This is an optimization exercise on Yosys and OpenROAD, whose aim is small area, a short achievable clock period and few clock cycles per item, not a production implementation. In this exercise RTL edits were held to simulation tests only and were not proved equivalent to the original. No activity file was given, so power comes from the tool's default toggle rates.

Design sigma_clipped_mean_unit, start of the top module:
module sigma_clipped_mean_unit (
    input  logic        i_clk,
    input  logic        i_rst_n,
    input  logic        s_axis_tvalid,
    output logic        s_axis_tready,
    input  logic [15:0] s_axis_tdata,    
    output logic        m_axis_tvalid,
    input  logic        m_axis_tready,
    output logic [31:0] m_axis_tdata     
);
Settings: LEC_CHECK=0, ABC_CLOCK_PERIOD_IN_PS=3000, CAP_MARGIN=20, CORE_MARGIN=2, CORE_UTILIZATION=40, SLEW_MARGIN=20; clock period 10.0 ns.
standard.sh (not shown) runs the stock make flow with config.mk's settings and CLKGATE_MAP_FILE= SYNTH_SCRIPT=/design/flow/synth_recipe.tcl, a recipe that flattens the netlist after the stock synthesis.
==> flow/flow/run.sh <==
#!/bin/bash
set -euo pipefail
MARGIN=6.5
EXTRA="SETUP_SLACK_MARGIN=${MARGIN} BUFFER_PORTS_ARGS=-buffer_cell\\\\ sky130_fd_sc_hd__buf_2"
sed "s|\"\${@:-finish}\"|${EXTRA} \"\${@:-finish}\"|" standard.sh > standard_tuned.sh
grep -q "SETUP_SLACK_MARGIN=${MARGIN}" standard_tuned.sh
bash standard_tuned.sh finish > flow_make.log 2>&1
Testbench counts at the start, summed over its fixed seeds: cycles 3,528, items 192.
==> next run, changes <==
--- a/flow/design.v
+++ b/flow/design.v
@@ -1190,24 +1190,22 @@
 );
     localparam int TAIL = RING_LEN - 1;
     logic [RING_LEN-1:0][15:0] r_x;
     logic [RING_LEN-1:0]       r_v;       
     logic [RING_LEN-1:0]       r_p;       
     logic                      r_ev1;     
     logic                      r_ev2;     
     logic                      r_ev3;     
     logic                      r_keep;    
     logic [15:0]               r_xt;      
     logic                      r_ready;   
-    logic                      r_ready_o; 
-    logic [15:0]               r_xin;     
     logic                      r_full;    
     logic [3:0]                r_fill;
     logic                      r_lpar;    
     logic signed [SUM_BITS-1:0] r_s;
     logic [QSUM_BITS-1:0]      r_qs, r_qc;
     logic                      r_epar;    
     logic [4:0]                r_ecnt;    
     logic                      r_s2;      
     logic                      r_sp;      
     logic signed [SUM_BITS-1:0] r_sthr;
     logic [DEV_BITS-1:0]       r_d;
@@ -1216,46 +1214,45 @@
     logic signed [SUM_BITS-1:0] r_ks;
     logic [4:0]                r_k;
     logic [4:0]                r_kcnt;
     logic                      r_busy, r_ovalid;
     logic [3:0]                r_dcnt;
     logic [3:0]                r_rem;
     logic [23:0]               r_quo;
     logic [4:0]                r_kd;
     logic [5:0]                r_kd3;     
     wire tail_rec = r_v[TAIL] & ~r_ev2;
     wire accept   = s_axis_tvalid & r_ready;
-    assign s_axis_tready = r_ready_o;
-    wire ready_nxt = ~(r_v[TAIL-1] & ~r_ev1) & ~full_nxt;
+    assign s_axis_tready = r_ready;
     wire div_idle = ~r_busy & ~r_ovalid;
     wire edone    = r_ecnt[4];
     wire launch   = r_full & edone & div_idle;
     wire full_nxt = (r_full & ~launch) | (accept & (r_fill == 4'd15));
+    wire cons     = r_v[TAP] & (r_p[TAP] == r_epar) & ~edone;   
+    wire ready_nxt = ~(r_v[TAP] & ~cons) & ~full_nxt;
     always_ff @(posedge i_clk) begin
-        r_x   <= {r_x[RING_LEN-2:0], tail_rec ? r_x[TAIL] : s_axis_tdata};
-        r_p   <= {r_p[RING_LEN-2:0], tail_rec ? r_p[TAIL] : r_lpar};
-        r_xin <= accept ? s_axis_tdata : 16'd0;
+        r_x <= {r_x[RING_LEN-2:1], tail_rec ? r_x[TAIL] : r_x[0],
+                accept ? s_axis_tdata : 16'd0};
+        r_p <= {r_p[RING_LEN-2:1], tail_rec ? r_p[TAIL] : r_p[0], r_lpar};
         if (!i_rst_n) begin
-            r_v       <= '0;
-            r_ready   <= 1'b1;
-            r_ready_o <= 1'b1;
+            r_v     <= '0;
+            r_ready <= 1'b1;
         end else begin
-            r_v       <= {r_v[RING_LEN-2:0], tail_rec | accept};
-            r_ready   <= ready_nxt;
-            r_ready_o <= ready_nxt;
+            r_v     <= {r_v[RING_LEN-2:1], tail_rec | r_v[0], accept};
+            r_ready <= ready_nxt;
         end
     end
-    wire signed [SUM_BITS-1:0] s_next = r_s + SUM_BITS'($signed(r_xin));
+    wire signed [SUM_BITS-1:0] s_next = r_s + SUM_BITS'($signed(r_x[0]));
     logic [QSUM_BITS-1:0] qs_next, qc_next;
     scm_sq1 u_sq1 (
-        .i_x  (r_xin),
+        .i_x  (r_x[0]),
         .i_qs (r_qs),
         .i_qc (r_qc),
         .o_s  (qs_next),
         .o_c  (qc_next)
     );
     always_ff @(posedge i_clk) begin
         r_s  <= (launch || !i_rst_n) ? SUM_BITS'(0) : s_next;
         r_qs <= (r_s2 || !i_rst_n) ? QSUM_BITS'(0) : qs_next;
         r_qc <= (r_s2 || !i_rst_n) ? QSUM_BITS'(0) : qc_next;
         if (!i_rst_n) begin
             r_full <= 1'b0;
@@ -1263,23 +1260,22 @@
             r_lpar <= 1'b0;
         end else begin
             r_full <= full_nxt;
             if (accept) begin
                 r_fill <= r_fill + 1'b1;
             end
             if (launch) begin
                 r_lpar <= ~r_lpar;
             end
         end
     end
-    wire cons = r_v[TAP] & (r_p[TAP] == r_epar) & ~edone;
     wire signed [DEV_BITS-1:0] d_tap = {r_x[TAP][15], r_x[TAP], 4'b0000} - DEV_BITS'(r_sthr);
     logic [DSQ_BITS-1:0] e2s_next, e2c_next;
     scm_sq2 u_sq2 (
         .i_d (r_d),
         .o_s (e2s_next),
         .o_c (e2c_next)
     );
     logic [DSQ_BITS-1:0] t_u, t_v;
     logic                keep;      
     scm_keep u_keep (
         .i_ts   (r_ts),
What happened:
- routed wire length went up by 0.99%
- sequential power went down by about 1%
- cell count drops by 1.4%
- total power fell by 1.7%
- area after synthesis goes down by 1.4%
- die area came out lower by 1.4%
- global-route usage came out higher by 0.63 points
- clock-buffer cell count goes up by 7
- clock power fell by about 4%
- sequential share of layout area fell by 0.11 points
- worst hold slack loses 0.032 ns
- non-clock buffer count falls by 3
- flip-flop and latch count decreases by 16
- core utilization barely changes
Testbench counts after the change, summed over its fixed seeds: cycles 3,528, items 192.

==> separate check: timing with driven ports <==
In the flow no input, the clock included, has a driving cell. The finished layouts below were timed again as built, in two steps.
Step 1, drivers: a clkbuf_16 drives i_clk and a buf_2 each remaining input, both assumed.
Step 2 times the ports against the registers' clock, not the clock port: input delays grow and output delays shrink by t, the midpoint of the rising clock arrivals with the driver on.
Three values: no drivers, after step 1, after step 2; two values: the first two.
run	t (ns)	slack for setup (ns)	slew at the worst register clock pin (ns)	worst data-port slew with drivers (ns)
the first run	0.698	6.592 / 6.528 / 6.273	0.07 / 0.07	0.07
the second run	0.684	6.564 / 6.501 / 6.410	0.07 / 0.07	0.04
After both steps setup and hold are still met in every run listed. For the first run, which loses most, drivers alone change the setup slack by -0.064 ns; drivers and shift together by -0.319 ns.
